Context: an optimization exercise on an open-source flow, tuned for small area and a short achievable clock period. The choices shown serve that exercise and are no tape-out recipe.
Only simulation tests tie the RTL to the original design; equivalence was not proved.
Power figures rest on the tool's default switching activity, not on a simulated workload.

==> flow/design.v, too long to show whole: its modules and the start of the top module <==
// module fa_cell: 4 lines
// module ha_cell: 4 lines
// module booth_sel: 5 lines
// module oai22_cell: 3 lines
// module xor2_cell: 3 lines
// module fp_mul_tree_a: 1095 lines
// module fp_mul_tree_b: 58 lines
// module fp_add_lo: 43 lines
// module fp_add_hi: 252 lines
// module fp_add48: 313 lines
// module fp_norm_shift: 20 lines
// module fp_round_inc: 11 lines
// module fp_prefix_and: 10 lines
// module fp_lzc24: 11 lines
// module fp32_mul: 207 lines
module fp32_mul
(
    input  logic        clk,
    input  logic        rst_n,
    input  logic [31:0] a,
    input  logic [31:0] b,
    input  logic        in_valid,
    output logic        out_valid,
    output logic [31:0] result
);
  // ...
==> flow/flow/run.sh <==
#!/bin/bash
# Own layout flow: the standard layout (standard.sh, ORFS from synthesis
# to finish, synthesis unchanged) with two changes to how the layout is made:
#  - repair_timing aims below the clock period: a path with less than
#    SETUP_SLACK_MARGIN ns of setup slack is treated as one to fix;
#  - the port buffers that buffer_ports inserts on every input and output
#    are sky130_fd_sc_hd__buf_2 rather than the cell it picks by default.
# Each tool's full output stays in orfs/logs; make's output in standard.log.
set -euo pipefail
export SETUP_SLACK_MARGIN=5.3
export BUFFER_PORTS_ARGS="-buffer_cell sky130_fd_sc_hd__buf_2"
bash standard.sh > standard.log 2>&1
==> flow/standard.sh <==
#!/bin/bash
# synth_recipe.tcl (not shown) runs the flow's synth.tcl, then flattens the netlist and writes it again
# the make line also repeats each setting of config.mk as NAME=value (left out here)
make -C /OpenROAD-flow-scripts/flow DESIGN_CONFIG=/design/flow/config.mk WORK_HOME=/design/flow/orfs CLKGATE_MAP_FILE= SYNTH_SCRIPT=/design/flow/synth_recipe.tcl "${@:-finish}"
==> flow/config.mk <==
export PLATFORM = sky130hd
export DESIGN_NAME = fp32_mul
export DESIGN_NICKNAME = fp32_mul
export VERILOG_FILES = /design/flow/design.v
export SDC_FILE = /design/flow/constraint.sdc
export NUM_CORES = 4
export LEC_CHECK = 0
export CAP_MARGIN = 20
export CORE_MARGIN = 2
export CORE_UTILIZATION = 55
export SLEW_MARGIN = 20
export SYNTH_HIERARCHICAL = 1
export SYNTH_MINIMUM_KEEP_SIZE = 0
==> flow/constraint.sdc <==
create_clock -name core_clock -period 8.5 [get_ports {clk}]
set_input_delay 1.7000 -clock core_clock [delete_from_list [all_inputs] [get_ports {clk}]]
set_output_delay 1.7000 -clock core_clock [all_outputs]
set_load 0.01 [all_outputs]
==> summary.json, run 1 <==
{
  "critPathCapture": {"value": "m2[81]"},
  "place_hpwl": {"value": 51.2, "unit": "mm"},
  "p_int": {"value": 6650, "unit": "uW"},
  "grt_pass1_vias": {"value": 19574},
  "crit_slowest_cell": {"value": "sky130_fd_sc_hd__fa_1"},
  "outcome": {"value": "complete, no violations"},
  "final_net_count": {"value": 2887},
  "regToRegSetupSlack": {"value": 5.34, "unit": "ns"},
  "cts_htree_levels": {"value": 2},
  "worstHoldStart": {"value": "ge253_3"},
  "drc": {"value": 0},
  "grt_overflow": {"value": 0},
  "post_cts_resized": {"value": 31},
  "power.switching": {"value": 4930, "unit": "uW"},
  "io-pin-count": {"value": 100},
  "routed_wirelength": {"value": 75.7, "unit": "mm"},
  "final-setup-viol-count": {"value": 0},
  "synth_area_leaders": {"value": "sky130_fd_sc_hd__dfxtp_1, sky130_fd_sc_hd__fa_1, sky130_fd_sc_hd__xor2_1"},
  "critPathLaunchType": {"value": "flip-flop"},
  "crit_family": {"value": "adder cells"},
  "tightest_slew": {"value": 0.980, "unit": "ns"},
  "clock_tree.root_cell": {"value": "sky130_fd_sc_hd__clkbuf_16"},
  "grt.busiest_layer": {"value": "met2"},
  "clock_path_buffers": {"value": 3},
  "routedLengthMet1": {"value": 31.3, "unit": "mm"},
  "initial_utilization": {"value": 55.9, "unit": "%"},
  "crit_cells": {"value": 7},
  "crit_top_cell": {"value": "sky130_fd_sc_hd__fa_1"},
  "detail_route.iter0.violations": {"value": 1929},
  "crit-reg2reg-launch": {"value": "one1_n[7]"},
  "gpl.final_weighted_congestion": {"value": 0.876},
  "dominant_power_group": {"value": "combinational logic"},
  "wire_per_inst": {"value": 24.5, "unit": "um"},
  "setup_fix_bufs_post_cts": {"value": 1},
  "p_seq_share": {"value": 26.9, "unit": "%"},
  "power.switching_fraction": {"value": 42.6, "unit": "%"},
  "vdd.ir_drop.worst": {"value": 0.000263, "unit": "V"},
  "area_of_placed_instances": {"value": 26700, "unit": "um^2"}
}
==> run 2, diff against run 1 <==
--- a/flow/config.mk
+++ b/flow/config.mk
@@ -7,7 +7,7 @@
 export LEC_CHECK = 0
 export CAP_MARGIN = 20
 export CORE_MARGIN = 2
-export CORE_UTILIZATION = 55
+export CORE_UTILIZATION = 40
 export SLEW_MARGIN = 20
 export SYNTH_HIERARCHICAL = 1
 export SYNTH_MINIMUM_KEEP_SIZE = 0
==> run 2 against run 1 <==
  * Clock skew increased by 0.010 ns
  * Via count increased by 0.83%
  * Register-to-register slack is essentially flat
  * Hold slack lost 0.0085 ns
  * Flip-flop and latch count unchanged
  * Sequential share of layout area is 0.20 points lower
  * First-iteration DRC count down 4.4%
  * Non-clock buffer count shrank 5
  * Critical endpoint is now m2[75]
  * Largest cell class unchanged
==> summary.json, run 2 <==
{
  "worstHoldStart": {"value": "e0_3[2]", "change": "was ge253_3"},
  "tightest_slew": {"value": 0.978, "unit": "ns", "change": "was 0.980 ns"},
  "syn_inst": {"value": 2315, "change": "unchanged"},
  "yosysMostFrequentCell": {"value": "sky130_fd_sc_hd__dfxtp_1", "change": "unchanged"},
  "worst_slew_margin_rel": {"value": 34.8, "unit": "%", "change": "was 34.6%"},
  "route.vias.total": {"value": 19302, "change": "was 19143"},
  "synth-simple-area-share": {"value": 7.61, "unit": "%", "change": "unchanged"},
  "ys_top_cells_by_count": {"value": "sky130_fd_sc_hd__dfxtp_1, sky130_fd_sc_hd__xor2_1, sky130_fd_sc_hd__fa_1, sky130_fd_sc_hd__o22ai_1, sky130_fd_sc_hd__nor2_1", "change": "unchanged"},
  "hold_viol_final": {"value": 0, "change": "unchanged"},
  "outcome": {"value": "complete, no violations", "change": "unchanged"},
  "grt_antenna_before_repair": {"value": 1, "change": "unchanged"},
  "hold_path_depth": {"value": 0, "change": "unchanged"},
  "leakagePower": {"value": 0.0116, "unit": "uW", "change": "about the same"},
  "wire_length_of_the_first_global_routing_pass": {"value": 114, "unit": "mm", "change": "was 115 mm"},
  "io-pin-count": {"value": 100, "change": "unchanged"},
  "setup_repair_after_global_routing_missed_its_margin": {"value": "true", "change": "was false"},
  "clock_path_buffers": {"value": 3, "change": "unchanged"},
  "tritoncts_num_sinks": {"value": 392, "change": "unchanged"},
  "p_int": {"value": 6710, "unit": "uW", "change": "was 6650 uW"},
  "chipHeight": {"value": 256, "unit": "um", "change": "was 219 um"},
  "power.switching": {"value": 4750, "unit": "uW", "change": "was 4930 uW"},
  "routed_wirelength": {"value": 74.9, "unit": "mm", "change": "was 75.7 mm"},
  "detail_route.iter0.violations": {"value": 1844, "change": "was 1929"},
  "die_area": {"value": 65500, "unit": "um^2", "change": "was 47900 um^2"},
  "share_of_synthesized_cell_area_in_full_adder_half_adder_and_majority_cells": {"value": 26.1, "unit": "%", "change": "unchanged"},
  "final_net_count": {"value": 2881, "change": "was 2887"},
  "wire_per_inst": {"value": 22.5, "unit": "um", "change": "was 24.5 um"},
  "syn2layout_area_growth": {"value": 12.9, "unit": "%", "change": "was 11.9%"},
  "grt_usage": {"value": 22.4, "unit": "%", "change": "was 31.8%"},
  "synth-xor-area-share": {"value": 13.0, "unit": "%", "change": "unchanged"},
  "regToRegSetupSlack": {"value": 5.33, "unit": "ns", "change": "was 5.34 ns"},
  "cp_data_required_time": {"value": 8.94, "unit": "ns", "change": "about the same"},
  "cp_data_arrival_time": {"value": 3.62, "unit": "ns", "change": "was 3.60 ns"},
  "yosysWarningCount": {"value": 10, "change": "unchanged"},
  "final_period_minus_worst_setup_slack": {"value": 3.17, "unit": "ns", "change": "was 3.16 ns"},
  "cts-buffers-inserted": {"value": 43, "change": "was 44"},
  "power.share.clock": {"value": 17.0, "unit": "%", "change": "was 16.2%"},
  "drtAntennaViolNets": {"value": 0, "change": "unchanged"},
  "finished_layout_cell_area": {"value": 28700, "unit": "um^2", "change": "was 28400 um^2"},
  "drv.max_cap_violation_count": {"value": 0, "change": "unchanged"},
  "postCtsHoldBufs": {"value": 0, "change": "unchanged"},
  "drtPass1Iterations": {"value": 6, "change": "was 5"},
  "vias_per_cell": {"value": 5.79, "change": "was 6.19"},
  "coreArea": {"value": 63000, "unit": "um^2", "change": "was 45500 um^2"},
  "critPathLaunchType": {"value": "flip-flop", "change": "unchanged"},
  "mostFrequentLayoutCells": {"value": "sky130_fd_sc_hd__dfxtp_1, sky130_fd_sc_hd__xor2_1, sky130_fd_sc_hd__o22ai_1, sky130_fd_sc_hd__fa_1, sky130_fd_sc_hd__nor2_1", "change": "unchanged"},
  "layout-drive-gt1-share": {"value": 14.2, "unit": "%", "change": "was 14.6%"},
  "critical_path_peak_fanout": {"value": 24, "change": "was 13"},
  "clk_pin_slew": {"value": 0.06, "unit": "ns", "change": "about the same"},
  "syn-cell-area": {"value": 25400, "unit": "um^2", "change": "unchanged"},
  "fp.dieW": {"value": 256, "unit": "um", "change": "was 219 um"},
  "timing.rr.end": {"value": "m2[75]", "change": "was m2[81]"},
  "r2r_cells": {"value": 6, "change": "was 7"},
  "largest_register_ff_count": {"value": 140, "change": "unchanged"},
  "regMostFlops": {"value": "m2", "change": "unchanged"},
  "skew": {"value": 0.0354, "unit": "ns", "change": "was 0.0254 ns"},
  "tritoncts": {"value": "built", "change": "unchanged"},
  "clock_tree.root_cell": {"value": "sky130_fd_sc_hd__clkbuf_16", "change": "unchanged"},
  "area_of_placed_instances": {"value": 26900, "unit": "um^2", "change": "was 26700 um^2"},
  "hold_path_class": {"value": "reg -> reg", "change": "unchanged"},
  "final_max_slew_viol_count": {"value": 0, "change": "unchanged"},
  "synthesis.nets": {"value": 2744, "change": "unchanged"},
  "synth-compound-area-share": {"value": 12.6, "unit": "%", "change": "unchanged"},
  "synth-seq-area-share": {"value": 31.0, "unit": "%", "change": "unchanged"},
  "timing.fmax": {"value": 315, "unit": "MHz", "change": "was 316 MHz"},
  "place_hpwl": {"value": 50.8, "unit": "mm", "change": "was 51.2 mm"},
  "post_synth_num_cell_types": {"value": 82, "change": "unchanged"},
  "synth_top_family_by_area": {"value": "adder cells", "change": "unchanged"},
  "synth_edf_count": {"value": 0, "change": "unchanged"},
  "pwr_density_cell": {"value": 399, "unit": "nW/um^2", "change": "was 407 nW/um^2"},
  "final.period_utilization": {"value": 37.3, "unit": "%", "change": "was 37.2%"},
  "synthMuxAreaShare": {"value": 6.64, "unit": "%", "change": "unchanged"},
  "synth_area_leaders": {"value": "sky130_fd_sc_hd__dfxtp_1, sky130_fd_sc_hd__fa_1, sky130_fd_sc_hd__xor2_1", "change": "unchanged"},
  "std_cell_rows": {"value": 92, "change": "was 78"},
  "grt_pass1_vias": {"value": 19692, "change": "was 19574"},
  "portBuffers": {"value": 99, "change": "unchanged"},
  "comb_power_share": {"value": 55.7, "unit": "%", "change": "was 56.9%"},
  "largest_registers": {"value": "m2 (140), prod3 (48), result (32)", "change": "unchanged"},
  "synth_top_area_cell": {"value": "sky130_fd_sc_hd__dfxtp_1", "change": "unchanged"},
  "ys.flop_type": {"value": "sky130_fd_sc_hd__dfxtp_1", "change": "unchanged"},
  "grt_overflow": {"value": 0, "change": "unchanged"},
  "vdd.ir_drop.worst": {"value": 0.000233, "unit": "V", "change": "was 0.000263 V"},
  "setup_total_negative_slack": {"value": 0, "unit": "ns", "change": "unchanged"},
  "grt_start_max_net_pins": {"value": 42, "change": "unchanged"},
  "drc": {"value": 0, "change": "unchanged"},
  "setup.worst_path.class": {"value": "reg -> reg", "change": "unchanged"},
  "crit-reg2reg-launch": {"value": "two1_n[6]", "change": "was one1_n[7]"},
  "final-setup-viol-count": {"value": 0, "change": "unchanged"},
  "gpl.final_weighted_congestion": {"value": 0.943, "change": "was 0.876"},
  "initial_utilization": {"value": 40.3, "unit": "%", "change": "was 55.9%"},
  "post_synth.cell_area_avg": {"value": 11.0, "unit": "um^2", "change": "unchanged"},
  "synth-seq-cells": {"value": 392, "change": "unchanged"},
  "hold_path_end": {"value": "e0_4[2]", "change": "was ge253_4"},
  "worstSetupEndpointType": {"value": "flip-flop", "change": "unchanged"},
  "cts_htree_levels": {"value": 2, "change": "unchanged"},
  "clock_insertion_delay_at_the_later_pin_of_the_skew_report": {"value": 0.60, "unit": "ns", "change": "was 0.59 ns"},
  "power.switching_fraction": {"value": 41.4, "unit": "%", "change": "was 42.6%"},
  "p_seq_share": {"value": 27.3, "unit": "%", "change": "was 26.9%"},
  "mostFrequentLayoutCell": {"value": "sky130_fd_sc_hd__dfxtp_1", "change": "unchanged"},
  "synth_top_cell_area_share": {"value": 30.5, "unit": "%", "change": "unchanged"},
  "postSynth.asyncResetShare": {"value": 1.28, "unit": "%", "change": "unchanged"}
}
run 2: cell count changes in the layout (fill, tap and decap cells not counted), moves of 3 or more:
| cell | delta |
|---|---|
| sky130_fd_sc_hd__buf_6 | -13 |
| sky130_fd_sc_hd__buf_4 | +8 |
| sky130_fd_sc_hd__bufinv_16 | +4 |
| sky130_fd_sc_hd__a21oi_1 | +3 |
| sky130_fd_sc_hd__a21oi_2 | -3 |
| sky130_fd_sc_hd__clkinv_2 | +3 |
| sky130_fd_sc_hd__dfxtp_4 | +3 |
| sky130_fd_sc_hd__diode_2 | +3 |
run 2: Yosys stat by module, one instance, submodules excluded, a selection:
module	cells	flops+latches	cell area, um^2	copies in the design
xor2_cell	1	0	8.76	276
fp_mul_tree_a	112	0	616	1
oai22_cell	1	0	6.26	276
ha_cell	1	0	12.5	22
fp_mul_tree_b	6	0	41.3	1
fp_lzc24	48	0	270	2
fp_add48	272	0	2090	1
fp_prefix_and	45	0	240	1
fp32_mul	703	392	9960	1
fp_round_inc	23	0	201	1
fa_cell	1	0	20.0	264
fp_norm_shift	220	0	2000	1
run 2: routing by layer:
| metal | vias to the layer above | track usage, % | share of wire (%) |
|---|---|---|---|
| li1 | 8489 | - | - |
| met1 | 9371 | 28.4 | 40 |
| met2 | 1178 | 34.9 | 44 |
| met4 | 0 | 11.1 | 5.0 |
| met3 | 264 | 6.28 | 10 |
| met5 | - | 0 | 0 |
run 2: critical path: stages (launching register included):
cell	delay, ns
sky130_fd_sc_hd__dfxtp_2	0.72
sky130_fd_sc_hd__o22ai_1	0.19
sky130_fd_sc_hd__xor2_1	0.21
sky130_fd_sc_hd__fa_1	0.49
sky130_fd_sc_hd__fa_1	0.45
sky130_fd_sc_hd__fa_1	0.55
sky130_fd_sc_hd__fa_1	0.42
run 2: how the worst max path moves through the flow:
| stage | from | to | cells after the start |
|---|---|---|---|
| final | two1_n[6] | m2[75] | 6 |
| after global routing | m2[41] | prod3[46] | 10 |
| after CTS | sa1_n[0] | m2[69] | 6 |
| after detailed placement | sa1_n[0] | m2[69] | 6 |
| after global placement | b[28] | lz1[4] | 8 |
| after floorplan | neg1[4] | m2[72] | 5 |
run 2: power groups by stage:
stage / clock [uW] / sequential (uW) / combinational, uW
CTS: 1990 / 3130 / 6200
floorplan: 0 / 3040 / 4420
finish: 1950 / 3130 / 6380
detailed placement: 0 / 3170 / 6100
global route: 2070 / 3190 / 7140
global placement: 0 / 3140 / 5960
run 2: logic make-up after synthesis:
group           after synthesis
other cells                   1
flops                       392
compound gates              488
xor+xnor                    378
buf+inv                     168
simple gates                393
fa+ha+maj                   363
mux                         132
run 2: stage by stage:
step                setup WS [ns]  std cells  hold slack [ns]  utilization (%)  total power (uW)
floorplan                    5.33       2315            0.310                -              7460
global placement             4.87       3247            0.310             42.8              9100
detailed placement           4.86       3247            0.312             42.8              9270
CTS                          5.30       3328            0.312             45.3             11300
global route                 5.28       3332            0.320             45.5             12400
finish                       5.33       3335            0.316             45.5             11500
run 2: layout make-up:
cell class	instances	area, um^2
Sequential cell	392	7960
Clock inverter	24	317
Inverter	111	417
Clock buffer	55	1170
Antenna cell	3	7.51
Multi-Input combinational cell	1755	16900
Fill cell	5866	34300
Tap cell	846	1060
Timing Repair Buffer	149	901
run 2: what timing repair did:
action,in CTS,in global routing
pin swaps,1,6
setup buffers,2,4
endpoints found under the hold margin,0,0
gates resized for setup,32,25
setup endpoints to repair,55,53
==> run 3, diff against run 2 <==
--- a/flow/flow/run.sh
+++ b/flow/flow/run.sh
@@ -7,6 +7,6 @@
 #    are sky130_fd_sc_hd__buf_2 rather than the cell it picks by default.
 # Each tool's full output stays in orfs/logs; make's output in standard.log.
 set -euo pipefail
-export SETUP_SLACK_MARGIN=5.3
+export SETUP_SLACK_MARGIN=5.5
 export BUFFER_PORTS_ARGS="-buffer_cell sky130_fd_sc_hd__buf_2"
 bash standard.sh > standard.log 2>&1
--- a/flow/config.mk
+++ b/flow/config.mk
@@ -8,6 +8,8 @@
 export CAP_MARGIN = 20
 export CORE_MARGIN = 2
 export CORE_UTILIZATION = 40
+export CTS_CLUSTER_DIAMETER = 100
+export CTS_CLUSTER_SIZE = 25
 export SLEW_MARGIN = 20
 export SYNTH_HIERARCHICAL = 1
 export SYNTH_MINIMUM_KEEP_SIZE = 0
==> run 3 against run 2 <==
  * Power grew 2.4%
  * Clock power down 41%
  * Clock skew down 0.014 ns
  * Worst setup slack worse by 0.011 ns
  * Synthesized area unchanged
  * Non-clock buffer count grew 85
  * Largest cell class unchanged
  * Largest power group unchanged
==> summary.json, run 3 <==
{
  "setup_total_negative_slack": {"value": 0, "unit": "ns", "change": "unchanged"},
  "timing.rr.end": {"value": "prod3[39]", "change": "was m2[75]"},
  "finalWorstSetupSlack": {"value": 5.32, "unit": "ns", "change": "was 5.33 ns"},
  "cts_htree_levels": {"value": 1, "change": "was 2"},
  "clock_tree.root_cell": {"value": "sky130_fd_sc_hd__clkbuf_16", "change": "unchanged"},
  "clock_path_buffers": {"value": 3, "change": "unchanged"},
  "mostFrequentLayoutCell": {"value": "sky130_fd_sc_hd__dfxtp_1", "change": "unchanged"},
  "die_area": {"value": 65500, "unit": "um^2", "change": "unchanged"},
  "crit_top_cell": {"value": "sky130_fd_sc_hd__o2bb2ai_4", "change": "was sky130_fd_sc_hd__fa_1"},
  "setup_repair_after_global_routing_missed_its_margin": {"value": "true", "change": "unchanged"},
  "hold_viol_final": {"value": 0, "change": "unchanged"},
  "crit_path_start": {"value": "m2[53]", "change": "was two1_n[6]"},
  "place_hpwl": {"value": 50.5, "unit": "mm", "change": "was 50.8 mm"},
  "syn_inst": {"value": 2315, "change": "unchanged"},
  "worstSetupEndpointType": {"value": "flip-flop", "change": "unchanged"},
  "grt_antenna_before_repair": {"value": 2, "change": "was 1"},
  "final.period_utilization": {"value": 37.5, "unit": "%", "change": "was 37.3%"},
  "tightest_slew": {"value": 0.830, "unit": "ns", "change": "was 0.978 ns"},
  "leakagePower": {"value": 0.0120, "unit": "uW", "change": "was 0.0116 uW"},
  "grt_pass1_vias": {"value": 19642, "change": "was 19692"},
  "syn-cell-area": {"value": 25400, "unit": "um^2", "change": "unchanged"},
  "critPathLaunchType": {"value": "flip-flop", "change": "unchanged"},
  "regToRegSetupSlack": {"value": 5.32, "unit": "ns", "change": "was 5.33 ns"},
  "layout.filler_cells": {"value": 5670, "change": "was 5866"},
  "layout-drive-gt1-share": {"value": 21.5, "unit": "%", "change": "was 14.2%"},
  "clock_insertion_delay_at_the_later_pin_of_the_skew_report": {"value": 0.59, "unit": "ns", "change": "was 0.60 ns"},
  "grt_start_max_net_pins": {"value": 42, "change": "unchanged"},
  "tritoncts": {"value": "built", "change": "unchanged"},
  "pwr_density_cell": {"value": 389, "unit": "nW/um^2", "change": "was 399 nW/um^2"},
  "crit-reg2reg-launch": {"value": "m2[53]", "change": "was two1_n[6]"},
  "final_max_slew_viol_count": {"value": 0, "change": "unchanged"},
  "drv.max_cap_violation_count": {"value": 0, "change": "unchanged"},
  "portBuffers": {"value": 99, "change": "unchanged"},
  "crit_cells": {"value": 11, "change": "was 6"},
  "p_seq_share": {"value": 26.7, "unit": "%", "change": "was 27.3%"},
  "initial_utilization": {"value": 40.3, "unit": "%", "change": "unchanged"},
  "io-pin-count": {"value": 100, "change": "unchanged"},
  "coreArea": {"value": 63000, "unit": "um^2", "change": "unchanged"},
  "drtAntennaViolNets": {"value": 0, "change": "unchanged"},
  "wire_length_of_the_first_global_routing_pass": {"value": 116, "unit": "mm", "change": "was 114 mm"},
  "ys.flop_type": {"value": "sky130_fd_sc_hd__dfxtp_1", "change": "unchanged"},
  "p_int": {"value": 6630, "unit": "uW", "change": "was 6710 uW"},
  "largest_registers": {"value": "m2 (140), prod3 (48), result (32)", "change": "unchanged"},
  "dp_slack": {"value": 4.95, "unit": "ns", "change": "was 4.86 ns"},
  "ys_top_cells_by_count": {"value": "sky130_fd_sc_hd__dfxtp_1, sky130_fd_sc_hd__xor2_1, sky130_fd_sc_hd__fa_1, sky130_fd_sc_hd__o22ai_1, sky130_fd_sc_hd__nor2_1", "change": "unchanged"},
  "setup.worst_path.class": {"value": "reg -> reg", "change": "unchanged"},
  "critical_path_peak_fanout": {"value": 5, "change": "was 24"},
  "route.vias.total": {"value": 19993, "change": "was 19302"},
  "detail_route.iter0.violations": {"value": 2319, "change": "was 1844"},
  "hold_path_class": {"value": "reg -> reg", "change": "unchanged"},
  "power.switching_fraction": {"value": 43.5, "unit": "%", "change": "was 41.4%"},
  "post_synth.cell_area_avg": {"value": 11.0, "unit": "um^2", "change": "unchanged"},
  "final_period_minus_worst_setup_slack": {"value": 3.18, "unit": "ns", "change": "was 3.17 ns"},
  "synthesis.nets": {"value": 2744, "change": "unchanged"},
  "synth_top_area_cell": {"value": "sky130_fd_sc_hd__dfxtp_1", "change": "unchanged"},
  "final_net_count": {"value": 2945, "change": "was 2881"},
  "regMostFlops": {"value": "m2", "change": "unchanged"},
  "power.share.clock": {"value": 9.9, "unit": "%", "change": "was 17.0%"},
  "chipHeight": {"value": 256, "unit": "um", "change": "unchanged"},
  "multiInputGateArea": {"value": 17600, "unit": "um^2", "change": "was 16900 um^2"},
  "postSynth.asyncResetShare": {"value": 1.28, "unit": "%", "change": "unchanged"},
  "cp_data_required_time": {"value": 8.97, "unit": "ns", "change": "was 8.94 ns"},
  "synth_top_cell_area_share": {"value": 30.5, "unit": "%", "change": "unchanged"},
  "power.switching": {"value": 5100, "unit": "uW", "change": "was 4750 uW"},
  "post_synth_num_cell_types": {"value": 82, "change": "unchanged"},
  "cts-buffers-inserted": {"value": 22, "change": "was 43"},
  "gpl.final_weighted_congestion": {"value": 0.950, "change": "was 0.943"},
  "clk_pin_slew": {"value": 0.09, "unit": "ns", "change": "was 0.06 ns"},
  "timing.fmax": {"value": 314, "unit": "MHz", "change": "was 315 MHz"},
  "skew": {"value": 0.0211, "unit": "ns", "change": "was 0.0354 ns"},
  "critical_path.cell_chain": {"value": "fa_2, ha_4, and2_4, a221o_1, o2bb2ai_4, o2bb2ai_4, or2_4, buf_4, a22oi_2, o21bai_1, xor2_1", "change": "was o22ai_1, xor2_1, fa_1, fa_1, fa_1, fa_1"},
  "std_cell_rows": {"value": 92, "change": "unchanged"},
  "cp_data_arrival_time": {"value": 3.66, "unit": "ns", "change": "was 3.62 ns"},
  "drc": {"value": 0, "change": "unchanged"},
  "crit_slowest_cell": {"value": "sky130_fd_sc_hd__fa_2", "change": "was sky130_fd_sc_hd__dfxtp_2"},
  "yosysWarningCount": {"value": 10, "change": "unchanged"},
  "wire_per_inst": {"value": 24.4, "unit": "um", "change": "was 22.5 um"},
  "crit_family": {"value": "compound AO/OA/AOI/OAI gates", "change": "was adder cells"},
  "area_taken_by_flip_flops_and_latches": {"value": 8060, "unit": "um^2", "change": "was 7960 um^2"},
  "worst_slew_margin_rel": {"value": 44.7, "unit": "%", "change": "was 34.8%"},
  "syn2layout_area_growth": {"value": 18.8, "unit": "%", "change": "was 12.9%"},
  "outcome": {"value": "complete, no violations", "change": "unchanged"},
  "synth-seq-cells": {"value": 392, "change": "unchanged"},
  "yosysMostFrequentCell": {"value": "sky130_fd_sc_hd__dfxtp_1", "change": "unchanged"},
  "mostFrequentLayoutCells": {"value": "sky130_fd_sc_hd__dfxtp_1, sky130_fd_sc_hd__xor2_1, sky130_fd_sc_hd__fa_1, sky130_fd_sc_hd__o22ai_1, sky130_fd_sc_hd__nor2_1", "change": "was sky130_fd_sc_hd__dfxtp_1, sky130_fd_sc_hd__xor2_1, sky130_fd_sc_hd__o22ai_1, sky130_fd_sc_hd__fa_1, sky130_fd_sc_hd__nor2_1"},
  "synth_area_leaders": {"value": "sky130_fd_sc_hd__dfxtp_1, sky130_fd_sc_hd__fa_1, sky130_fd_sc_hd__xor2_1", "change": "unchanged"},
  "vdd.ir_drop.worst": {"value": 0.000249, "unit": "V", "change": "was 0.000233 V"},
  "synth_edf_count": {"value": 0, "change": "unchanged"},
  "drtPass1Iterations": {"value": 9, "change": "was 6"},
  "grt_overflow": {"value": 0, "change": "unchanged"},
  "comb_power_share": {"value": 63.4, "unit": "%", "change": "was 55.7%"},
  "worst_path_buf_inv": {"value": 1, "change": "was 0"},
  "synth-seq-area-share": {"value": 31.0, "unit": "%", "change": "unchanged"},
  "final-setup-viol-count": {"value": 0, "change": "unchanged"},
  "vias_per_cell": {"value": 5.93, "change": "was 5.79"},
  "routed_wirelength": {"value": 82.2, "unit": "mm", "change": "was 74.9 mm"},
  "fp.dieW": {"value": 256, "unit": "um", "change": "unchanged"},
  "slowest_delay": {"value": 0.67, "unit": "ns", "change": "was 0.72 ns"},
  "grt_usage": {"value": 22.6, "unit": "%", "change": "was 22.4%"},
  "critPathCapture": {"value": "prod3[39]", "change": "was m2[75]"},
  "largest_register_ff_count": {"value": 140, "change": "unchanged"},
  "r2r_cells": {"value": 11, "change": "was 6"},
  "tritoncts_num_sinks": {"value": 392, "change": "unchanged"}
}
[run 3: cell counts after synthesis]
No cell type changed its count.
[run 3: kinds of logic (layout without fill, tap and decap cells)]
kind of cell             count (synthesis)  in the layout  synth area share (%)
buffers and inverters                  168            377                  3.11
AO/OA/AOI/OAI                          488            488                  12.6
AND/OR/NAND/NOR                        393            393                  7.61
multiplexers                           132            132                  6.64
XOR/XNOR                               378            378                  13.0
flip-flops                             392            392                  31.0
other                                    1              2                0.0148
adder cells (fa/ha/maj)                363            363                  26.1
[run 3: stage by stage]
stage	area (um^2)	utilization, %	hold slack (ns)	total power [uW]	instances
floorplan	25400	-	0.310	7470	2315
global placement	26900	42.7	0.310	9120	3239
detailed placement	26900	42.7	0.312	9330	3239
CTS	28300	45.0	0.326	11100	3297
global route	30200	47.9	0.328	12600	3370
finish	30200	47.9	0.328	11700	3371
[run 3: routing by layer]
| metal | GRT usage [%] | vias up | wire (um) | share of wire, % |
|---|---|---|---|---|
| met4 | 9.60 | 0 | 5230 | 6.4 |
| met3 | 5.20 | 314 | 9060 | 11 |
| met5 | 0 | - | 0 | 0 |
| met2 | 36.0 | 1329 | 36200 | 44 |
| li1 | - | 8601 | - | - |
| met1 | 29.6 | 9749 | 31800 | 39 |
[run 3: worst min-delay path by stage]
stage	cells past startpoint	slack [ns]	startpoint	to
after CTS	0	0.33	e0_3[0]	e0_4[0]
after detailed placement	0	0.31	e0_3[4]	e0_4[4]
final	0	0.33	e0_3[0]	e0_4[0]
after global routing	0	0.33	e0_3[0]	e0_4[0]
after global placement	0	0.31	s1	s2
after floorplan	0	0.31	e0_3[0]	e0_4[0]
[run 3: what timing repair did]
| action | 4_1_cts | 5_1_grt |
|---|---|---|
| resized for setup | 114 | 193 |
| gates cloned | 0 | 15 |
| hold buffers | 0 | 0 |
| pin swaps | 23 | 70 |
| hold endpoints to repair | 0 | 0 |
| endpoints found under the setup margin | 106 | 85 |
| setup buffers | 26 | 58 |
[run 3: power groups by stage]
| stage | combinational, uW | sequential, uW | clock [uW] |
|---|---|---|---|
| after floorplan | 4420 | 3040 | 0 |
| after global placement | 5940 | 3180 | 0 |
| after detailed placement | 6130 | 3200 | 0 |
| after CTS | 6740 | 3140 | 1190 |
| after global routing | 8160 | 3200 | 1260 |
| final | 7440 | 3140 | 1160 |
[run 3: cell type report]
type                       count  area share [%]
antenna                        1         0.00829
multi-input combinational   1755            58.3
timing repair buffer         234            7.84
tap                          846            3.51
clock inverter                 9           0.381
inverter                     111            1.41
sequential                   392            26.7
clock buffer                  23            1.84
[run 3: worst reg2reg max path: cells and delay by family, from the launching register on]
kind | cells | cell delay [ns]
flops | 1 | 0.34
compound gates | 5 | 0.94
fa+ha+maj | 2 | 0.91
xor+xnor | 1 | 0.27
buf+inv | 1 | 0.15
simple gates | 2 | 0.46
[run 3: modules after synthesis, one instance, submodules excluded, a selection]
module | area [um^2] | flops+latches | copies in the design | cells
fp32_mul | 9960 | 392 | 1 | 703
fp_add48 | 2090 | 0 | 1 | 272
fp_prefix_and | 240 | 0 | 1 | 45
fp_norm_shift | 2000 | 0 | 1 | 220
ha_cell | 12.5 | 0 | 22 | 1
oai22_cell | 6.26 | 0 | 276 | 1
fa_cell | 20.0 | 0 | 264 | 1
fp_round_inc | 201 | 0 | 1 | 23
fp_mul_tree_a | 616 | 0 | 1 | 112
fp_lzc24 | 270 | 0 | 2 | 48
xor2_cell | 8.76 | 0 | 276 | 1
fp_mul_tree_b | 41.3 | 0 | 1 | 6
==> run 4, diff against run 3 <==
--- a/flow/flow/run.sh
+++ b/flow/flow/run.sh
@@ -7,6 +7,6 @@
 #    are sky130_fd_sc_hd__buf_2 rather than the cell it picks by default.
 # Each tool's full output stays in orfs/logs; make's output in standard.log.
 set -euo pipefail
-export SETUP_SLACK_MARGIN=5.5
+export SETUP_SLACK_MARGIN=5.1
 export BUFFER_PORTS_ARGS="-buffer_cell sky130_fd_sc_hd__buf_2"
 bash standard.sh > standard.log 2>&1
==> run 4 against run 3 <==
  * Synthesized cell count stayed put
  * Register-to-register slack worse by 0.13 ns
  * Combinational power decreased by 15%
  * Power is 11% lower
  * Routed wire length shrank 9.9%
  * Fmax decreased by 3.8%
  * Utilization decreased by 4.0 points
  * Die area unchanged
  * Critical path depth shrank 5
  * Worst setup slack lost 0.13 ns
  * Clock-buffer cell count rose by 3
  * Still clean
  * Largest power group unchanged
  * Sequential share of layout area is 1.9 points higher
==> summary.json, run 4 <==
{
  "setup.worst_path.class": {"value": "reg -> reg", "change": "unchanged"},
  "antenna-diode-count": {"value": 0, "change": "was 1"},
  "drv.max_cap_violation_count": {"value": 0, "change": "unchanged"},
  "finalWorstSetupSlack": {"value": 5.19, "unit": "ns", "change": "was 5.32 ns"},
  "outcome": {"value": "complete, no violations", "change": "unchanged"},
  "critPathLaunchType": {"value": "flip-flop", "change": "unchanged"},
  "synth-seq-cells": {"value": 392, "change": "unchanged"},
  "skew": {"value": 0.0328, "unit": "ns", "change": "was 0.0211 ns"},
  "layout-drive-gt1-share": {"value": 11.9, "unit": "%", "change": "was 21.5%"},
  "drtAntennaViolNets": {"value": 0, "change": "unchanged"},
  "drc": {"value": 0, "change": "unchanged"},
  "critical_path.cell_chain": {"value": "o22ai_1, xor2_1, fa_1, fa_1, fa_1, fa_1", "change": "was fa_2, ha_4, and2_4, a221o_1, o2bb2ai_4, o2bb2ai_4, or2_4, buf_4, a22oi_2, o21bai_1, xor2_1"},
  "synth_top_area_cell": {"value": "sky130_fd_sc_hd__dfxtp_1", "change": "unchanged"},
  "regMostFlops": {"value": "m2", "change": "unchanged"},
  "dr.max_layer_used": {"value": "met4", "change": "unchanged"},
  "synth_top_cell_area_share": {"value": 30.5, "unit": "%", "change": "unchanged"},
  "portBuffers": {"value": 99, "change": "unchanged"},
  "grt_usage": {"value": 22.1, "unit": "%", "change": "was 22.6%"},
  "clk_pin_slew": {"value": 0.09, "unit": "ns", "change": "about the same"},
  "crit_top_cell": {"value": "sky130_fd_sc_hd__fa_1", "change": "was sky130_fd_sc_hd__o2bb2ai_4"},
  "worst_path_buf_inv": {"value": 0, "change": "was 1"},
  "cp_data_arrival_time": {"value": 3.73, "unit": "ns", "change": "was 3.66 ns"},
  "final.period_utilization": {"value": 39.0, "unit": "%", "change": "was 37.5%"},
  "final-setup-viol-count": {"value": 0, "change": "unchanged"},
  "pwr_density_cell": {"value": 379, "unit": "nW/um^2", "change": "was 389 nW/um^2"},
  "worst_slew_margin_rel": {"value": 36.2, "unit": "%", "change": "was 44.7%"},
  "synth_area_leaders": {"value": "sky130_fd_sc_hd__dfxtp_1, sky130_fd_sc_hd__fa_1, sky130_fd_sc_hd__xor2_1", "change": "unchanged"},
  "grt_pass1_vias": {"value": 19615, "change": "was 19642"},
  "mostFrequentLayoutCells": {"value": "sky130_fd_sc_hd__dfxtp_1, sky130_fd_sc_hd__xor2_1, sky130_fd_sc_hd__o22ai_1, sky130_fd_sc_hd__fa_1, sky130_fd_sc_hd__nor2_1", "change": "was sky130_fd_sc_hd__dfxtp_1, sky130_fd_sc_hd__xor2_1, sky130_fd_sc_hd__fa_1, sky130_fd_sc_hd__o22ai_1, sky130_fd_sc_hd__nor2_1"},
  "drtPass1Iterations": {"value": 5, "change": "was 9"},
  "timing.fmax": {"value": 302, "unit": "MHz", "change": "was 314 MHz"},
  "gpl.final_weighted_congestion": {"value": 0.931, "change": "was 0.950"},
  "grt_start_max_net_pins": {"value": 42, "change": "unchanged"},
  "finalNonFillerCells": {"value": 3283, "change": "was 3371"},
  "detail_route.iter0.violations": {"value": 2137, "change": "was 2319"},
  "setup_repair_after_global_routing_missed_its_margin": {"value": "false", "change": "was true"},
  "synthesis.nets": {"value": 2744, "change": "unchanged"},
  "largest_register_ff_count": {"value": 140, "change": "unchanged"},
  "std_cell_rows": {"value": 92, "change": "unchanged"},
  "mostFrequentLayoutCell": {"value": "sky130_fd_sc_hd__dfxtp_1", "change": "unchanged"},
  "yosysMostFrequentCell": {"value": "sky130_fd_sc_hd__dfxtp_1", "change": "unchanged"},
  "fin_hold_ws": {"value": 0.330, "unit": "ns", "change": "was 0.328 ns"},
  "post_synth_num_cell_types": {"value": 82, "change": "unchanged"},
  "cts-buffers-inserted": {"value": 20, "change": "was 22"},
  "syn2layout_area_growth": {"value": 8.77, "unit": "%", "change": "was 18.8%"},
  "largest_registers": {"value": "m2 (140), prod3 (48), result (32)", "change": "unchanged"},
  "wire_per_inst": {"value": 22.6, "unit": "um", "change": "was 24.4 um"},
  "cp_data_required_time": {"value": 8.92, "unit": "ns", "change": "was 8.97 ns"},
  "ys_top_cells_by_count": {"value": "sky130_fd_sc_hd__dfxtp_1, sky130_fd_sc_hd__xor2_1, sky130_fd_sc_hd__fa_1, sky130_fd_sc_hd__o22ai_1, sky130_fd_sc_hd__nor2_1", "change": "unchanged"},
  "clock_insertion_delay_at_the_later_pin_of_the_skew_report": {"value": 0.57, "unit": "ns", "change": "was 0.59 ns"},
  "hold_path_class": {"value": "reg -> reg", "change": "unchanged"},
  "worstSetupEndpointType": {"value": "flip-flop", "change": "unchanged"},
  "crit_family": {"value": "adder cells", "change": "was compound AO/OA/AOI/OAI gates"},
  "syn_inst": {"value": 2315, "change": "unchanged"},
  "crit_slowest_cell": {"value": "sky130_fd_sc_hd__dfxtp_2", "change": "was sky130_fd_sc_hd__fa_2"},
  "fp.dieW": {"value": 256, "unit": "um", "change": "unchanged"},
  "grt_antenna_before_repair": {"value": 1, "change": "was 2"},
  "final_net_count": {"value": 2859, "change": "was 2945"},
  "route.vias.total": {"value": 19024, "change": "was 19993"},
  "yosysWarningCount": {"value": 10, "change": "unchanged"},
  "synth-seq-area-share": {"value": 31.0, "unit": "%", "change": "unchanged"},
  "tritoncts_num_sinks": {"value": 392, "change": "unchanged"},
  "initial_utilization": {"value": 40.3, "unit": "%", "change": "unchanged"},
  "routed_wirelength": {"value": 74.1, "unit": "mm", "change": "was 82.2 mm"},
  "grt_overflow": {"value": 0, "change": "unchanged"},
  "leakagePower": {"value": 0.0111, "unit": "uW", "change": "was 0.0120 uW"},
  "chipHeight": {"value": 256, "unit": "um", "change": "unchanged"},
  "die_area": {"value": 65500, "unit": "um^2", "change": "unchanged"},
  "setup_total_negative_slack": {"value": 0, "unit": "ns", "change": "unchanged"},
  "wire_length_of_the_first_global_routing_pass": {"value": 114, "unit": "mm", "change": "was 116 mm"},
  "ys.flop_type": {"value": "sky130_fd_sc_hd__dfxtp_1", "change": "unchanged"},
  "postSynth.asyncResetShare": {"value": 1.28, "unit": "%", "change": "unchanged"},
  "tritoncts": {"value": "built", "change": "unchanged"},
  "final_period_minus_worst_setup_slack": {"value": 3.31, "unit": "ns", "change": "was 3.18 ns"},
  "dp_slack": {"value": 4.84, "unit": "ns", "change": "was 4.95 ns"},
  "clock_tree.root_cell": {"value": "sky130_fd_sc_hd__clkbuf_16", "change": "unchanged"},
  "final_max_slew_viol_count": {"value": 0, "change": "unchanged"},
  "tightest_slew": {"value": 0.956, "unit": "ns", "change": "was 0.830 ns"},
  "detailroute.wirelength.met2": {"value": 33.4, "unit": "mm", "change": "was 36.2 mm"},
  "routedLengthMet1": {"value": 30.2, "unit": "mm", "change": "was 31.8 mm"},
  "cts_htree_levels": {"value": 1, "change": "unchanged"},
  "vdd.ir_drop.worst": {"value": 0.000194, "unit": "V", "change": "was 0.000249 V"},
  "vias_per_cell": {"value": 5.79, "change": "was 5.93"},
  "postCtsHoldBufs": {"value": 0, "change": "unchanged"},
  "critical_path_peak_fanout": {"value": 25, "change": "was 5"},
  "syn-cell-area": {"value": 25400, "unit": "um^2", "change": "unchanged"},
  "met3_wire_len": {"value": 7.16, "unit": "mm", "change": "was 9.06 mm"},
  "io-pin-count": {"value": 100, "change": "unchanged"},
  "place_hpwl": {"value": 50.8, "unit": "mm", "change": "was 50.5 mm"},
  "slowest_delay": {"value": 0.79, "unit": "ns", "change": "was 0.67 ns"},
  "hold_viol_final": {"value": 0, "change": "unchanged"},
  "coreArea": {"value": 63000, "unit": "um^2", "change": "unchanged"},
  "dp.cells": {"value": 3253, "change": "was 3239"},
  "post_synth.cell_area_avg": {"value": 11.0, "unit": "um^2", "change": "unchanged"},
  "synth_edf_count": {"value": 0, "change": "unchanged"},
  "clock_path_buffers": {"value": 3, "change": "unchanged"}
}
-- run 4: cell count changes in the layout (fill, tap and decap cells not counted), sizes merged --
cell / before / now
clkinvlp: 3 / 0
diode: 1 / 0
buf: 219 / 150
inv: 112 / 111
clkbuf: 38 / 26
clkinv: 5 / 3
-- run 4: power breakdown --
part / internal [uW] / switching, uW
logic: 2860 / 3430
clock network: 469 / 615
registers: 2600 / 513
-- run 4: cell families (layout without fill, tap and decap cells) --
| logic type | count (synthesis) | after routing | share of synthesized area [%] |
|---|---|---|---|
| other | 1 | 1 | 0.0148 |
| AND/OR/NAND/NOR | 393 | 393 | 7.61 |
| XOR/XNOR | 378 | 378 | 13.0 |
| flip-flops | 392 | 392 | 31.0 |
| buffers and inverters | 168 | 290 | 3.11 |
| AO/OA/AOI/OAI | 488 | 488 | 12.6 |
| multiplexers | 132 | 132 | 6.64 |
| adder cells (fa/ha/maj) | 363 | 363 | 26.1 |
-- run 4: final timing paths --
kind / slack [ns] / cells past startpoint / start / to
max in group asynchronous: 7.43 / 1 / rst_n / v1
worst min-delay path: 0.33 / 0 / lz2[3] / lz3[3]
worst max register to register: 5.19 / 6 / sa1_n[20] / m2[84]
worst min register to register: 0.33 / 0 / lz2[3] / lz3[3]
worst max-delay path: 5.19 / 6 / sa1_n[20] / m2[84]
min in group asynchronous: 0.94 / 1 / rst_n / v5
-- run 4: routing by layer --
metal,global-route usage (%),up-vias
met1,28.4,9337
met3,5.57,218
met2,35.3,1066
met4,9.52,0
met5,0,-
li1,-,8403
-- run 4: per-stage QoR --
stage / area, um^2 / total power (uW) / utilization (%)
final: 27600 / 10500 / 43.9
after global routing: 27600 / 11400 / 43.9
after CTS: 27600 / 10400 / 43.8
after detailed placement: 27000 / 9330 / 42.8
after global placement: 27000 / 9090 / 42.8
after floorplan: 25400 / 7460 / -
-- run 4: per-module statistics from Yosys (local to each module, per instance), excerpt --
module | flip-flops and latches | cells | area [um^2]
fp32_mul | 392 | 703 | 9960
fp_add48 | 0 | 272 | 2090
fp_norm_shift | 0 | 220 | 2000
fp_mul_tree_a | 0 | 112 | 616
fp_lzc24 | 0 | 48 | 270
fp_prefix_and | 0 | 45 | 240
fp_round_inc | 0 | 23 | 201
fp_mul_tree_b | 0 | 6 | 41.3
fa_cell | 0 | 1 | 20.0
ha_cell | 0 | 1 | 12.5
xor2_cell | 0 | 1 | 8.76
oai22_cell | 0 | 1 | 6.26
-- run 4: what timing repair did --
| item | CTS | global route |
|---|---|---|
| setup buffers | 0 | 1 |
| resized for setup | 16 | 6 |
| endpoints found under the setup margin | 31 | 32 |
-- run 4: area by class of cell --
type | count | area (um^2)
clock buffers | 26 | 554
clock inverters | 3 | 33.8
fillers | 5936 | 35300
inverters | 111 | 417
multi-input cells | 1755 | 16800
flip-flops and latches | 392 | 7910
well taps | 846 | 1060
repair buffers | 150 | 898
==> run 5, diff against run 4 <==
--- a/flow/flow/run.sh
+++ b/flow/flow/run.sh
@@ -7,6 +7,6 @@
 #    are sky130_fd_sc_hd__buf_2 rather than the cell it picks by default.
 # Each tool's full output stays in orfs/logs; make's output in standard.log.
 set -euo pipefail
-export SETUP_SLACK_MARGIN=5.1
+export SETUP_SLACK_MARGIN=5.3
 export BUFFER_PORTS_ARGS="-buffer_cell sky130_fd_sc_hd__buf_2"
 bash standard.sh > standard.log 2>&1
--- a/flow/config.mk
+++ b/flow/config.mk
@@ -5,11 +5,11 @@
 export SDC_FILE = /design/flow/constraint.sdc
 export NUM_CORES = 4
 export LEC_CHECK = 0
-export CAP_MARGIN = 20
+export CAP_MARGIN = 10
 export CORE_MARGIN = 2
 export CORE_UTILIZATION = 40
 export CTS_CLUSTER_DIAMETER = 100
 export CTS_CLUSTER_SIZE = 25
-export SLEW_MARGIN = 20
+export SLEW_MARGIN = 10
 export SYNTH_HIERARCHICAL = 1
 export SYNTH_MINIMUM_KEEP_SIZE = 0
==> run 5 against run 4 <==
  * Via count is essentially flat
  * Largest power group unchanged
  * Global-route usage is essentially flat
  * First-iteration DRC count shrank 13%
  * Critical path type unchanged
==> summary.json, run 5 <==
{
  "drv.max_cap_violation_count": {"value": 0, "change": "unchanged"},
  "std_cell_rows": {"value": 92, "change": "unchanged"},
  "final_period_minus_worst_setup_slack": {"value": 3.18, "unit": "ns", "change": "was 3.31 ns"},
  "clock_tree.root_cell": {"value": "sky130_fd_sc_hd__clkbuf_16", "change": "unchanged"},
  "crit_top_cell": {"value": "sky130_fd_sc_hd__fa_1", "change": "unchanged"},
  "postSynth.asyncResetShare": {"value": 1.28, "unit": "%", "change": "unchanged"},
  "grt_antenna_before_repair": {"value": 1, "change": "unchanged"},
  "critical_path.cell_chain": {"value": "buf_4, inv_1, xnor2_1, fa_1, fa_1, fa_1", "change": "was o22ai_1, xor2_1, fa_1, fa_1, fa_1, fa_1"},
  "crit_slowest_cell": {"value": "sky130_fd_sc_hd__fa_1", "change": "was sky130_fd_sc_hd__dfxtp_2"},
  "finalWorstSetupSlack": {"value": 5.32, "unit": "ns", "change": "was 5.19 ns"},
  "grt_overflow": {"value": 0, "change": "unchanged"},
  "synth-seq-area-share": {"value": 31.0, "unit": "%", "change": "unchanged"},
  "power.share.clock": {"value": 11.0, "unit": "%", "change": "was 10.3%"},
  "initial_utilization": {"value": 40.3, "unit": "%", "change": "unchanged"},
  "clk_pin_slew": {"value": 0.10, "unit": "ns", "change": "was 0.09 ns"},
  "synth_top_area_cell": {"value": "sky130_fd_sc_hd__dfxtp_1", "change": "unchanged"},
  "worstHoldStart": {"value": "lz2[4]", "change": "was lz2[3]"},
  "fp.dieW": {"value": 256, "unit": "um", "change": "unchanged"},
  "post_synth.cell_area_avg": {"value": 11.0, "unit": "um^2", "change": "unchanged"},
  "drtPass1Iterations": {"value": 5, "change": "unchanged"},
  "setup_repair_after_global_routing_missed_its_margin": {"value": "true", "change": "was false"},
  "drc": {"value": 0, "change": "unchanged"},
  "finalNonFillerCells": {"value": 3286, "change": "was 3283"},
  "crit_family": {"value": "adder cells", "change": "unchanged"},
  "comb_power_share": {"value": 59.6, "unit": "%", "change": "was 60.0%"},
  "layout.filler_cells": {"value": 5935, "change": "was 5936"},
  "pwr_density_cell": {"value": 381, "unit": "nW/um^2", "change": "was 379 nW/um^2"},
  "coreArea": {"value": 63000, "unit": "um^2", "change": "unchanged"},
  "critPathLaunchType": {"value": "flip-flop", "change": "unchanged"},
  "cts-buffers-inserted": {"value": 22, "change": "was 20"},
  "worst_path_buf_inv": {"value": 2, "change": "was 0"},
  "yosysMostFrequentCell": {"value": "sky130_fd_sc_hd__dfxtp_1", "change": "unchanged"},
  "p_seq_share": {"value": 29.4, "unit": "%", "change": "was 29.6%"},
  "p_int": {"value": 6030, "unit": "uW", "change": "was 5930 uW"},
  "final_net_count": {"value": 2859, "change": "unchanged"},
  "gpl.final_weighted_congestion": {"value": 0.943, "change": "was 0.931"},
  "clock_path_buffers": {"value": 3, "change": "unchanged"},
  "final_max_slew_viol_count": {"value": 0, "change": "unchanged"},
  "wire_per_inst": {"value": 22.5, "unit": "um", "change": "was 22.6 um"},
  "fin_hold_ws": {"value": 0.324, "unit": "ns", "change": "was 0.330 ns"},
  "dp.cells": {"value": 3247, "change": "was 3253"},
  "outcome": {"value": "complete, no violations", "change": "unchanged"},
  "syn-cell-area": {"value": 25400, "unit": "um^2", "change": "unchanged"},
  "final_power": {"value": 10600, "unit": "uW", "change": "was 10500 uW"},
  "tritoncts_num_sinks": {"value": 392, "change": "unchanged"},
  "crit_path_start": {"value": "neg1[9]", "change": "was sa1_n[20]"},
  "setup_total_negative_slack": {"value": 0, "unit": "ns", "change": "unchanged"},
  "vdd.ir_drop.worst": {"value": 0.000220, "unit": "V", "change": "was 0.000194 V"},
  "final-setup-viol-count": {"value": 0, "change": "unchanged"},
  "routed_wirelength": {"value": 74.1, "unit": "mm", "change": "about the same"},
  "synth_area_leaders": {"value": "sky130_fd_sc_hd__dfxtp_1, sky130_fd_sc_hd__fa_1, sky130_fd_sc_hd__xor2_1", "change": "unchanged"},
  "leakagePower": {"value": 0.0112, "unit": "uW", "change": "was 0.0111 uW"},
  "route.vias.total": {"value": 19042, "change": "was 19024"},
  "setup.worst_path.class": {"value": "reg -> reg", "change": "unchanged"},
  "portBuffers": {"value": 99, "change": "unchanged"},
  "crit_cells": {"value": 6, "change": "unchanged"},
  "drtAntennaViolNets": {"value": 0, "change": "unchanged"},
  "mostFrequentLayoutCell": {"value": "sky130_fd_sc_hd__dfxtp_1", "change": "unchanged"},
  "tightest_slew": {"value": 0.830, "unit": "ns", "change": "was 0.956 ns"},
  "tritoncts": {"value": "built", "change": "unchanged"},
  "syn_inst": {"value": 2315, "change": "unchanged"},
  "wire_length_of_the_first_global_routing_pass": {"value": 113, "unit": "mm", "change": "was 114 mm"},
  "die_area": {"value": 65500, "unit": "um^2", "change": "unchanged"},
  "skew": {"value": 0.0303, "unit": "ns", "change": "was 0.0328 ns"},
  "grt_usage": {"value": 22.1, "unit": "%", "change": "about the same"},
  "chipHeight": {"value": 256, "unit": "um", "change": "unchanged"},
  "place_hpwl": {"value": 50.8, "unit": "mm", "change": "about the same"},
  "worst_slew_margin_rel": {"value": 44.7, "unit": "%", "change": "was 36.2%"},
  "syn2layout_area_growth": {"value": 9.81, "unit": "%", "change": "was 8.77%"},
  "power.switching_fraction": {"value": 43.4, "unit": "%", "change": "was 43.5%"},
  "synth_edf_count": {"value": 0, "change": "unchanged"},
  "post_synth_num_cell_types": {"value": 82, "change": "unchanged"},
  "hold_path_depth": {"value": 0, "change": "unchanged"},
  "cp_data_arrival_time": {"value": 3.65, "unit": "ns", "change": "was 3.73 ns"},
  "dp_slack": {"value": 4.86, "unit": "ns", "change": "was 4.84 ns"},
  "ys_top_cells_by_count": {"value": "sky130_fd_sc_hd__dfxtp_1, sky130_fd_sc_hd__xor2_1, sky130_fd_sc_hd__fa_1, sky130_fd_sc_hd__o22ai_1, sky130_fd_sc_hd__nor2_1", "change": "unchanged"},
  "postCtsHoldBufs": {"value": 0, "change": "unchanged"},
  "detail_route.iter0.violations": {"value": 1851, "change": "was 2137"},
  "slowest_delay": {"value": 0.53, "unit": "ns", "change": "was 0.79 ns"},
  "ys.flop_type": {"value": "sky130_fd_sc_hd__dfxtp_1", "change": "unchanged"},
  "r2r_cells": {"value": 6, "change": "unchanged"},
  "grt_start_max_net_pins": {"value": 42, "change": "unchanged"},
  "mostFrequentLayoutCells": {"value": "sky130_fd_sc_hd__dfxtp_1, sky130_fd_sc_hd__xor2_1, sky130_fd_sc_hd__o22ai_1, sky130_fd_sc_hd__fa_1, sky130_fd_sc_hd__nor2_1", "change": "unchanged"},
  "vias_per_cell": {"value": 5.79, "change": "about the same"},
  "synth_top_cell_area_share": {"value": 30.5, "unit": "%", "change": "unchanged"},
  "regMostFlops": {"value": "m2", "change": "unchanged"},
  "synth-seq-cells": {"value": 392, "change": "unchanged"},
  "cp_data_required_time": {"value": 8.96, "unit": "ns", "change": "was 8.92 ns"},
  "power.switching": {"value": 4620, "unit": "uW", "change": "was 4560 uW"},
  "layout-drive-gt1-share": {"value": 12.9, "unit": "%", "change": "was 11.9%"},
  "worstSetupEndpointType": {"value": "flip-flop", "change": "unchanged"},
  "cts_htree_levels": {"value": 1, "change": "unchanged"},
  "clock_insertion_delay_at_the_later_pin_of_the_skew_report": {"value": 0.58, "unit": "ns", "change": "was 0.57 ns"},
  "yosysWarningCount": {"value": 10, "change": "unchanged"},
  "hold_path_class": {"value": "reg -> reg", "change": "unchanged"},
  "largest_registers": {"value": "m2 (140), prod3 (48), result (32)", "change": "unchanged"},
  "critical_path_peak_fanout": {"value": 26, "change": "was 25"},
  "synthesis.nets": {"value": 2744, "change": "unchanged"},
  "crit-reg2reg-launch": {"value": "neg1[9]", "change": "was sa1_n[20]"},
  "hold_viol_final": {"value": 0, "change": "unchanged"},
  "grt_pass1_vias": {"value": 19548, "change": "was 19615"},
  "largest_register_ff_count": {"value": 140, "change": "unchanged"},
  "final.period_utilization": {"value": 37.5, "unit": "%", "change": "was 39.0%"},
  "io-pin-count": {"value": 100, "change": "unchanged"},
  "timing.fmax": {"value": 314, "unit": "MHz", "change": "was 302 MHz"}
}
## run 5: cell counts after synthesis
No cell type changed its count.
## run 5: stage by stage
step,area (um^2),utilization (%)
5_1_grt,27900,44.3
3_5_place_dp,26900,42.8
4_1_cts,27700,44.0
6_report,27900,44.3
3_3_place_gp,26900,42.8
2_1_floorplan,25400,-
## run 5: path summary, 6_finish.rpt
path	end	slack (ns)
max in group asynchronous	v4	7.47
worst min-delay path	lz3[4]	0.32
worst max-delay path	m2[54]	5.32
worst max register to register	m2[54]	5.32
worst min register to register	lz3[4]	0.32
min in group asynchronous	v2	0.90
## run 5: what timing repair did
item	4_1_cts	5_1_grt
buffers inserted	2	3
resized for setup	28	43
pin swaps	0	7
setup endpoints to repair	57	55
## run 5: area by class of cell
| type | count | area [um^2] | share of cell area (%) |
|---|---|---|---|
| Sequential cell | 392 | 7960 | 28.5 |
| Inverter | 111 | 417 | 1.49 |
| Tap cell | 846 | 1060 | 3.79 |
| Timing Repair Buffer | 148 | 927 | 3.32 |
| Multi-Input combinational cell | 1755 | 16800 | 60.4 |
| Clock inverter | 10 | 139 | 0.498 |
| Antenna cell | 1 | 2.50 | 0.00897 |
| Clock buffer | 23 | 554 | 1.99 |
## run 5: modules after synthesis, one instance, submodules excluded, a selection
module,flip-flops and latches,cells,copies in the design,area [um^2]
oai22_cell,0,1,276,6.26
fp_norm_shift,0,220,1,2000
xor2_cell,0,1,276,8.76
fp_mul_tree_b,0,6,1,41.3
fp_add48,0,272,1,2090
fa_cell,0,1,264,20.0
fp_lzc24,0,48,2,270
fp_prefix_and,0,45,1,240
ha_cell,0,1,22,12.5
fp32_mul,392,703,1,9960
fp_mul_tree_a,0,112,1,616
## run 5: metal layers
| metal | vias up | part of all wire [%] | track usage (%) | wire length, um |
|---|---|---|---|---|
| met3 | 237 | 10 | 5.84 | 7610 |
| met2 | 1185 | 45 | 35.0 | 33000 |
| met4 | 0 | 4.8 | 10.1 | 3520 |
| li1 | 8411 | - | - | - |
| met1 | 9209 | 40 | 28.3 | 30000 |
| met5 | - | 0 | 0 | 0 |
## run 5: power by group through the flow
stage,combinational (uW),sequential [uW],clock [uW]
2_1_floorplan,4420,3040,0
3_3_place_gp,5960,3140,0
3_5_place_dp,6100,3170,0
4_1_cts,6170,3120,1210
5_1_grt,7090,3190,1280
6_report,6340,3120,1180
## run 5: logic make-up after synthesis
logic type	Yosys count	synth area share [%]
AO/OA/AOI/OAI	488	12.6
AND/OR/NAND/NOR	393	7.61
flip-flops	392	31.0
XOR/XNOR	378	13.0
adder cells (fa/ha/maj)	363	26.1
buffers and inverters	168	3.11
multiplexers	132	6.64
other	1	0.0148
## run 5: worst reg2reg max path, cell delays in order (launching register included)
cell	delay [ns]
sky130_fd_sc_hd__dfxtp_1	0.32
sky130_fd_sc_hd__buf_4	0.49
sky130_fd_sc_hd__inv_1	0.36
sky130_fd_sc_hd__xnor2_1	0.48
sky130_fd_sc_hd__fa_1	0.53
sky130_fd_sc_hd__fa_1	0.45
sky130_fd_sc_hd__fa_1	0.44
==> run 6, diff against run 5 <==
==> flow/config.mk (replaced) <==
export PLATFORM = sky130hd
export DESIGN_NAME = fp32_mul
export DESIGN_NICKNAME = fp32_mul
export VERILOG_FILES = /design/flow/design.v
export SDC_FILE = /design/flow/constraint.sdc
export NUM_CORES = 4
export LEC_CHECK = 0
export CAP_MARGIN = 20
export CORE_MARGIN = 2
export CORE_UTILIZATION = 40
export CTS_CLUSTER_DIAMETER = 100
export CTS_CLUSTER_SIZE = 32
export SLEW_MARGIN = 20
export SYNTH_HIERARCHICAL = 1
export SYNTH_MINIMUM_KEEP_SIZE = 0
==> run 6 against run 5 <==
  * Clock power barely moved
  * Global-route usage shrank 0.051 points
  * Highest routed layer unchanged
  * Critical path depth is 1 higher
  * Power up 0.20%
  * Utilization is 0.091 points higher
  * Die area stayed put
  * Synthesized cell count did not move
  * Critical endpoint is now m2[75]
  * Register-to-register slack is essentially flat
  * Via count down 0.41%
  * Still clean
  * Non-clock buffer count unchanged
  * Combinational power about the same
  * Cell count stayed put
==> summary.json, run 6 <==
{
  "outcome": {"value": "complete, no violations", "change": "unchanged"},
  "hold_path_class": {"value": "reg -> reg", "change": "unchanged"},
  "synth-seq-cells": {"value": 392, "change": "unchanged"},
  "tritoncts_num_sinks": {"value": 392, "change": "unchanged"},
  "post_synth_num_cell_types": {"value": 82, "change": "unchanged"},
  "synth_top_cell_area_share": {"value": 30.5, "unit": "%", "change": "unchanged"},
  "power.share.clock": {"value": 11.3, "unit": "%", "change": "was 11.0%"},
  "ys.flop_type": {"value": "sky130_fd_sc_hd__dfxtp_1", "change": "unchanged"},
  "detail_route.iter0.violations": {"value": 1991, "change": "was 1851"},
  "drc": {"value": 0, "change": "unchanged"},
  "setup_total_negative_slack": {"value": 0, "unit": "ns", "change": "unchanged"},
  "final_max_slew_viol_count": {"value": 0, "change": "unchanged"},
  "synth_area_leaders": {"value": "sky130_fd_sc_hd__dfxtp_1, sky130_fd_sc_hd__fa_1, sky130_fd_sc_hd__xor2_1", "change": "unchanged"},
  "io-pin-count": {"value": 100, "change": "unchanged"},
  "place_hpwl": {"value": 50.8, "unit": "mm", "change": "unchanged"},
  "r2r_cells": {"value": 7, "change": "was 6"},
  "power.switching": {"value": 4650, "unit": "uW", "change": "was 4620 uW"},
  "power.switching_fraction": {"value": 43.6, "unit": "%", "change": "was 43.4%"},
  "synth_edf_count": {"value": 0, "change": "unchanged"},
  "initial_utilization": {"value": 40.3, "unit": "%", "change": "unchanged"},
  "final-setup-viol-count": {"value": 0, "change": "unchanged"},
  "synth_top_area_cell": {"value": "sky130_fd_sc_hd__dfxtp_1", "change": "unchanged"},
  "critPathLaunchType": {"value": "flip-flop", "change": "unchanged"},
  "cp_data_arrival_time": {"value": 3.63, "unit": "ns", "change": "was 3.65 ns"},
  "critical_path.cell_chain": {"value": "buf_4, o22ai_1, xor2_1, fa_1, fa_1, fa_1, fa_1", "change": "was buf_4, inv_1, xnor2_1, fa_1, fa_1, fa_1"},
  "clk_pin_slew": {"value": 0.11, "unit": "ns", "change": "was 0.10 ns"},
  "yosysMostFrequentCell": {"value": "sky130_fd_sc_hd__dfxtp_1", "change": "unchanged"},
  "antenna-diode-count": {"value": 0, "change": "was 1"},
  "mostFrequentLayoutCell": {"value": "sky130_fd_sc_hd__dfxtp_1", "change": "unchanged"},
  "regMostFlops": {"value": "m2", "change": "unchanged"},
  "post_synth.cell_area_avg": {"value": 11.0, "unit": "um^2", "change": "unchanged"},
  "p_seq_share": {"value": 29.3, "unit": "%", "change": "was 29.4%"},
  "worstSetupEndpointType": {"value": "flip-flop", "change": "unchanged"},
  "yosysWarningCount": {"value": 10, "change": "unchanged"},
  "mostFrequentLayoutCells": {"value": "sky130_fd_sc_hd__dfxtp_1, sky130_fd_sc_hd__xor2_1, sky130_fd_sc_hd__o22ai_1, sky130_fd_sc_hd__fa_1, sky130_fd_sc_hd__nor2_1", "change": "unchanged"},
  "layout-drive-gt1-share": {"value": 12.8, "unit": "%", "change": "was 12.9%"},
  "slowest_delay": {"value": 0.53, "unit": "ns", "change": "about the same"},
  "grt_antenna_before_repair": {"value": 0, "change": "was 1"},
  "leakagePower": {"value": 0.0112, "unit": "uW", "change": "about the same"},
  "p_int": {"value": 6010, "unit": "uW", "change": "was 6030 uW"},
  "fp.dieW": {"value": 256, "unit": "um", "change": "unchanged"},
  "hold_viol_final": {"value": 0, "change": "unchanged"},
  "finished_layout_cell_area": {"value": 28000, "unit": "um^2", "change": "was 27900 um^2"},
  "gpl.final_weighted_congestion": {"value": 0.943, "change": "unchanged"},
  "postSynth.asyncResetShare": {"value": 1.28, "unit": "%", "change": "unchanged"},
  "setup.worst_path.class": {"value": "reg -> reg", "change": "unchanged"},
  "synthesis.nets": {"value": 2744, "change": "unchanged"},
  "drtAntennaViolNets": {"value": 0, "change": "unchanged"},
  "worst_path_buf_inv": {"value": 1, "change": "was 2"},
  "dp.cells": {"value": 3247, "change": "unchanged"},
  "grt_usage": {"value": 22.1, "unit": "%", "change": "about the same"},
  "layout.filler_cells": {"value": 5913, "change": "was 5935"},
  "grt_start_max_net_pins": {"value": 42, "change": "unchanged"},
  "crit_top_cell": {"value": "sky130_fd_sc_hd__fa_1", "change": "unchanged"},
  "std_cell_rows": {"value": 92, "change": "unchanged"},
  "final_period_minus_worst_setup_slack": {"value": 3.18, "unit": "ns", "change": "about the same"},
  "portBuffers": {"value": 99, "change": "unchanged"},
  "clock_insertion_delay_at_the_later_pin_of_the_skew_report": {"value": 0.59, "unit": "ns", "change": "was 0.58 ns"},
  "final_net_count": {"value": 2857, "change": "was 2859"},
  "crit_family": {"value": "adder cells", "change": "unchanged"},
  "syn-cell-area": {"value": 25400, "unit": "um^2", "change": "unchanged"},
  "finalNonFillerCells": {"value": 3286, "change": "unchanged"},
  "tightest_slew": {"value": 0.829, "unit": "ns", "change": "was 0.830 ns"},
  "wire_length_of_the_first_global_routing_pass": {"value": 113, "unit": "mm", "change": "about the same"},
  "clock_path_buffers": {"value": 3, "change": "unchanged"},
  "wire_per_inst": {"value": 22.5, "unit": "um", "change": "about the same"},
  "drv.max_cap_violation_count": {"value": 0, "change": "unchanged"},
  "chipHeight": {"value": 256, "unit": "um", "change": "unchanged"},
  "hold_path_depth": {"value": 0, "change": "unchanged"},
  "regToRegSetupSlack": {"value": 5.32, "unit": "ns", "change": "about the same"},
  "crit_slowest_cell": {"value": "sky130_fd_sc_hd__fa_1", "change": "unchanged"}
}
run 6: cell counts after synthesis:
No cell type changed its count.
run 6: repair_timing:
item,in CTS,in global routing
setup endpoints to repair,58,58
hold buffers,0,0
setup buffers,2,3
resized for setup,29,43
pin swaps,0,8
run 6: worst reg2reg max path: stages, from the launching register on:
cell,delay [ns]
sky130_fd_sc_hd__dfxtp_1,0.32
sky130_fd_sc_hd__buf_4,0.37
sky130_fd_sc_hd__o22ai_1,0.19
sky130_fd_sc_hd__xor2_1,0.30
sky130_fd_sc_hd__fa_1,0.50
sky130_fd_sc_hd__fa_1,0.41
sky130_fd_sc_hd__fa_1,0.53
sky130_fd_sc_hd__fa_1,0.42
run 6: cell families (layout without fill, tap and decap cells):
family	count (synthesis)	after routing	synth area share, %
AO/OA/AOI/OAI	488	488	12.6
XOR/XNOR	378	378	13.0
adder cells (fa/ha/maj)	363	363	26.1
buffers and inverters	168	293	3.11
flip-flops	392	392	31.0
multiplexers	132	132	6.64
other	1	1	0.0148
AND/OR/NAND/NOR	393	393	7.61
run 6: per-module statistics from Yosys, one instance, submodules excluded, a selection:
module,cells inside,flops+latches,cell area [um^2]
fa_cell,1,0,20.0
fp_norm_shift,220,0,2000
fp_add48,272,0,2090
fp_mul_tree_b,6,0,41.3
fp_mul_tree_a,112,0,616
fp_round_inc,23,0,201
fp_prefix_and,45,0,240
fp_lzc24,48,0,270
oai22_cell,1,0,6.26
run 6: final timing paths:
kind | start | end
max | sa1_n[11] | m2[75]
min | lz2[4] | lz3[4]
max reg2reg | sa1_n[11] | m2[75]
min reg2reg | lz2[4] | lz3[4]
max in group asynchronous | rst_n | v4
min in group asynchronous | rst_n | v3
run 6: per-stage QoR:
step | setup WS [ns] | total power [uW] | hold slack (ns)
2_1_floorplan | 5.33 | 7460 | 0.310
3_3_place_gp | 4.87 | 9100 | 0.310
3_5_place_dp | 4.86 | 9270 | 0.312
4_1_cts | 5.28 | 10500 | 0.329
5_1_grt | 5.27 | 11600 | 0.327
6_report | 5.32 | 10700 | 0.329
run 6: cell type report:
cell class	instances	area [um^2]	share of cell area, %
clock buffers	23	522	1.87
clock inverters	11	226	0.810
inverters	111	417	1.49
multi-input cells	1755	16800	60.2
flip-flops and latches	392	7960	28.5
well taps	846	1060	3.79
repair buffers	148	935	3.34
run 6: power by group through the flow:
stage               combinational, uW  sequential [uW]  clock, uW
floorplan                        4420             3040          0
finish                           6340             3120       1200
global placement                 5960             3140          0
CTS                              6160             3120       1240
detailed placement               6100             3170          0
global route                     7080             3190       1310
run 6: layer usage:
layer	global-route usage, %	wire length [um]
met3	5.61	7310
met2	34.8	32900
met5	0	0
met4	9.83	3320
met1	28.6	30500

Setup slack of run 6, layout unchanged: 5.323 ns with ideal ports, 5.323 ns with driving cells assumed (clock clkbuf_16, inputs buf_2), 4.949 ns with port delays also shifted by the 0.620 ns mid clock arrival.
